What follows belongs to an exercise in optimizing a design on an open flow for small area, a short achievable clock period and few clock cycles per item; a production flow would make more cautious choices. At most, simulation tests tie the RTL to the original design; equivalence was not proved. Power figures rest on the tool's default switching activity, not on a simulated workload.

== 06-10 ==
==> module rda_result_buffer, before the edit <==
module rda_result_buffer (
	input  logic        clk,
	input  logic        rst,
	input  logic [64:0] push_data,
	input  logic        push_valid,
	output logic        push_take,
	output logic [64:0] rsp_sum,
	output logic        rsp_valid,
	input  logic        rsp_credit,
	output logic        req_credit
);
	localparam int DEPTH = 6;
	logic [64:0]      mem [0:DEPTH-1];
	logic [DEPTH-1:0] wr_oh;
	logic [DEPTH-1:0] rd_oh;
	logic [DEPTH-1:0] full_v;
	logic             head_v;
	logic             tail_v;
	logic [3:0]       credits;
	logic             out_v;
	logic             valid_q;
	logic             pop;
	logic             f_pop;
	logic             f_push;
	logic             out_v_next;
	logic [3:0]       credits_next;
	logic [DEPTH:0]   out_sel;
	logic [65*DEPTH-1:0] out_src;
	assign pop = valid_q;
	assign head_v = |(full_v & rd_oh);
	assign tail_v = |(full_v & wr_oh);
	assign f_pop = (~out_v | pop) & head_v;
	assign f_push = push_valid & ~tail_v;
	assign push_take = f_push;
	assign out_v_next = f_pop | (out_v & ~pop);
	always_comb begin
		case ({rsp_credit, pop})
			2'b10: credits_next = {credits[2:0], 1'b1};
			2'b01: credits_next = {1'b0, credits[3:1]};
			default: credits_next = credits;
		endcase
	end
	always_ff @(posedge clk) begin
		for (int k = 0; k < DEPTH; k++)
			if (f_push & wr_oh[k])
				mem[k] <= push_data;
	end
	always_ff @(posedge clk) begin
		if (rst) begin
			wr_oh <= DEPTH'(1);
			rd_oh <= DEPTH'(1);
			full_v <= '0;
			out_v <= 1'b0;
			credits <= 4'b1111;
			valid_q <= 1'b0;
		end else begin
			if (f_push)
				wr_oh <= {wr_oh[DEPTH-2:0], wr_oh[DEPTH-1]};
			if (f_pop)
				rd_oh <= {rd_oh[DEPTH-2:0], rd_oh[DEPTH-1]};
			full_v <= (full_v & ~({DEPTH{f_pop}} & rd_oh)) | ({DEPTH{f_push}} & wr_oh);
			out_v <= out_v_next;
			credits <= credits_next;
			valid_q <= out_v_next & credits_next[0];
		end
	end
	for (genvar k = 0; k < DEPTH; k++) begin : g_sel
		assign out_sel[k] = f_pop & rd_oh[k];
		assign out_src[65*k +: 65] = mem[k];
	end
	assign out_sel[DEPTH] = ~f_pop;
	rda_out_reg #(.N(DEPTH + 1)) u_out (
		.clk       (clk),
		.rst       (rst),
		.sel       (out_sel),
		.src       (out_src),
		.valid_d   (out_v_next & credits_next[0]),
		.rsp_sum   (rsp_sum),
		.rsp_valid (rsp_valid),
		.req_credit(req_credit)
	);
endmodule
==> module rda_top, before the edit <==
module rda_top (
	input  logic        clk,
	input  logic        rst,
	input  logic [63:0] req_a,
	input  logic [63:0] req_b,
	input  logic        req_cin,
	input  logic        req_valid,
	output logic        req_credit,
	output logic [64:0] rsp_sum,
	output logic        rsp_valid,
	input  logic        rsp_credit
);
	logic [64:0] core_sum;
	logic        core_valid;
	logic        core_take;
	rda_core u_core (
		.clk       (clk),
		.rst       (rst),
		.req_a     (req_a),
		.req_b     (req_b),
		.req_cin   (req_cin),
		.req_valid (req_valid),
		.take      (core_take),
		.sum_out   (core_sum),
		.sum_valid (core_valid)
	);
	rda_result_buffer u_buffer (
		.clk        (clk),
		.rst        (rst),
		.push_data  (core_sum),
		.push_valid (core_valid),
		.push_take  (core_take),
		.rsp_sum    (rsp_sum),
		.rsp_valid  (rsp_valid),
		.rsp_credit (rsp_credit),
		.req_credit (req_credit)
	);
endmodule
==> flow/config.mk <==
export PLATFORM = sky130hd
export DESIGN_NAME = rda_top
export DESIGN_NICKNAME = rda_top
export VERILOG_FILES = /design/flow/design.v
export SDC_FILE = /design/flow/constraint.sdc
export NUM_CORES = 4
export LEC_CHECK = 0
export CAP_MARGIN = 20
export CORE_MARGIN = 2
export CORE_UTILIZATION = 40
export CTS_CLUSTER_DIAMETER = 80
export CTS_CLUSTER_SIZE = 30
export SETUP_SLACK_MARGIN = 1.6
export SLEW_MARGIN = 20
export SYNTH_HIERARCHICAL = 1
==> flow/constraint.sdc <==
create_clock -name core_clock -period 3.6 [get_ports {clk}]
set_input_delay 0.7200 -clock core_clock [delete_from_list [all_inputs] [get_ports {clk}]]
set_output_delay 0.7200 -clock core_clock [all_outputs]
set_load 0.01 [all_outputs]
standard.sh (not shown) runs the stock make flow with config.mk's settings and CLKGATE_MAP_FILE= SYNTH_SCRIPT=/design/flow/synth_recipe.tcl, a recipe that flattens the netlist after the stock synthesis.
==> flow/flow/run.sh <==
#!/bin/bash
# Layout flow: the standard synthesis and ORFS flow, with the port buffers
# made from plain buffers (buf_4) instead of the delay cells buffer_ports picks by default.
set -euo pipefail
cd "$(dirname "$0")/.."
bash standard.sh synth > synth.log 2>&1
bash standard.sh "BUFFER_PORTS_ARGS=-buffer_cell sky130_fd_sc_hd__buf_4" finish > layout.log 2>&1
test -f out/final.def
The following lists how 06-07 was set up differently from 06-10:
--- a/flow/design.v
+++ b/flow/design.v
@@ -1801,4 +1801,5 @@
 	input  logic [64:0] push_data,
 	input  logic        push_valid,
+	input  logic        push_arrive,
 	output logic        push_take,
 	output logic [64:0] rsp_sum,
@@ -1812,15 +1813,23 @@
 	logic [DEPTH-1:0] rd_oh;
 	logic [DEPTH-1:0] full_v;
-	logic             head_v;
-	logic             tail_v;
 	logic [3:0]       credits;
 	logic             out_v;
 	logic             valid_q;
+	logic [DEPTH-1:0] we_q;
+	logic [DEPTH:0]   sel_q;
 	logic             pop;
+	logic             head_v;
+	logic             tail_v;
 	logic             f_pop;
 	logic             f_push;
 	logic             out_v_next;
+	logic             valid_next;
 	logic [3:0]       credits_next;
-	logic [DEPTH:0]   out_sel;
+	logic [DEPTH-1:0] wr_oh_next;
+	logic [DEPTH-1:0] rd_oh_next;
+	logic [DEPTH-1:0] full_v_next;
+	logic             push_valid_next;
+	logic             f_push_next;
+	logic             f_pop_next;
 	logic [65*DEPTH-1:0] out_src;
 	assign pop = valid_q;
@@ -1838,7 +1847,14 @@
 		endcase
 	end
+	assign valid_next = out_v_next & credits_next[0];
+	assign wr_oh_next = f_push ? {wr_oh[DEPTH-2:0], wr_oh[DEPTH-1]} : wr_oh;
+	assign rd_oh_next = f_pop ? {rd_oh[DEPTH-2:0], rd_oh[DEPTH-1]} : rd_oh;
+	assign full_v_next = (full_v & ~({DEPTH{f_pop}} & rd_oh)) | ({DEPTH{f_push}} & wr_oh);
+	assign push_valid_next = push_arrive | (push_valid & ~f_push);
+	assign f_push_next = push_valid_next & ~(|(full_v_next & wr_oh_next));
+	assign f_pop_next = (~out_v_next | valid_next) & (|(full_v_next & rd_oh_next));
 	always_ff @(posedge clk) begin
 		for (int k = 0; k < DEPTH; k++)
-			if (f_push & wr_oh[k])
+			if (we_q[k])
 				mem[k] <= push_data;
 	end
@@ -1851,26 +1867,26 @@
 			credits <= 4'b1111;
 			valid_q <= 1'b0;
+			we_q <= '0;
+			sel_q <= {1'b1, {DEPTH{1'b0}}};
 		end else begin
-			if (f_push)
-				wr_oh <= {wr_oh[DEPTH-2:0], wr_oh[DEPTH-1]};
-			if (f_pop)
-				rd_oh <= {rd_oh[DEPTH-2:0], rd_oh[DEPTH-1]};
-			full_v <= (full_v & ~({DEPTH{f_pop}} & rd_oh)) | ({DEPTH{f_push}} & wr_oh);
+			wr_oh <= wr_oh_next;
+			rd_oh <= rd_oh_next;
+			full_v <= full_v_next;
 			out_v <= out_v_next;
 			credits <= credits_next;
-			valid_q <= out_v_next & credits_next[0];
+			valid_q <= valid_next;
+			we_q <= {DEPTH{f_push_next}} & wr_oh_next;
+			sel_q <= {~f_pop_next, {DEPTH{f_pop_next}} & rd_oh_next};
 		end
 	end
-	for (genvar k = 0; k < DEPTH; k++) begin : g_sel
-		assign out_sel[k] = f_pop & rd_oh[k];
+	for (genvar k = 0; k < DEPTH; k++) begin : g_src
 		assign out_src[65*k +: 65] = mem[k];
 	end
-	assign out_sel[DEPTH] = ~f_pop;
 	rda_out_reg #(.N(DEPTH + 1)) u_out (
 		.clk       (clk),
 		.rst       (rst),
-		.sel       (out_sel),
+		.sel       (sel_q),
 		.src       (out_src),
-		.valid_d   (out_v_next & credits_next[0]),
+		.valid_d   (valid_next),
 		.rsp_sum   (rsp_sum),
 		.rsp_valid (rsp_valid),
@@ -1952,4 +1968,5 @@
 		.push_data  (core_sum),
 		.push_valid (core_valid),
+		.push_arrive(req_valid),
 		.push_take  (core_take),
 		.rsp_sum    (rsp_sum),
[summary]
Relative to 06-10, sum of buffers and inverters on the critical path has decreased by 2 in 06-07. Summary: with 06-10 as the reference, synthesized cell count in 06-07 moved up slightly. Cell count: 06-07 lower than 06-10. Compared with 06-10, 06-07 shows largest driver fanout on the critical path lower by 6. Comparing 06-07 and 06-10, the lower number of ordinary and repair buffers in the finished layout was measured on 06-07. Re width of the chip: 06-07 and 06-10 aren't equal, and the lower value belongs to 06-10. Total design power delta for 06-07 relative to 06-10: 1.2% lower. Changes observed in 06-07 relative to 06-10: number of nets in the layout decreased by about 1.8% relative to the old numbers, cell area decreased by about 2.4% relative to the old numbers, number of clock buffer instances in the layout increased by 12% relative to the old numbers. As far as maximum level of the CTS H-tree is concerned, 06-07 and 06-10 perform about the same.
Testbench counts of 06-07, summed over its fixed seeds: cycles 16,024, items 16,000.
For 06-10, only the layout was checked, not whether the RTL still works.

==> static timing again, ports no longer ideal <==
The results above use ideal ports. As a check the final layouts listed here were re-extracted and re-timed, cells and wires unchanged.
Step 1 (the two cells are an assumption about what drives the block):
set clk [get_ports {clk}]
set_driving_cell -lib_cell sky130_fd_sc_hd__clkbuf_16 $clk
set_driving_cell -lib_cell sky130_fd_sc_hd__buf_2 [delete_from_list [all_inputs] $clk]
Step 2 times the ports against the registers' clock, not the clock port: input delays grow and output delays shrink by t, the midpoint of the rising clock arrivals with the driver on.
Slacks: ideal / step 1 / step 2; pairs: ideal / step 1.
run | t, ns | slack for setup (ns) | clock arrival spread, ns
06-10 | 0.636 | 1.570 / 1.570 / 1.151 | 0.033 / 0.032
06-07 | 0.636 | 1.652 / 1.598 / 1.286 | 0.020 / 0.020
After both steps setup and hold are still met in every run listed. The setup slack of 06-10, which loses most, moves by 0.000 ns with the drivers and by -0.419 ns with both steps.
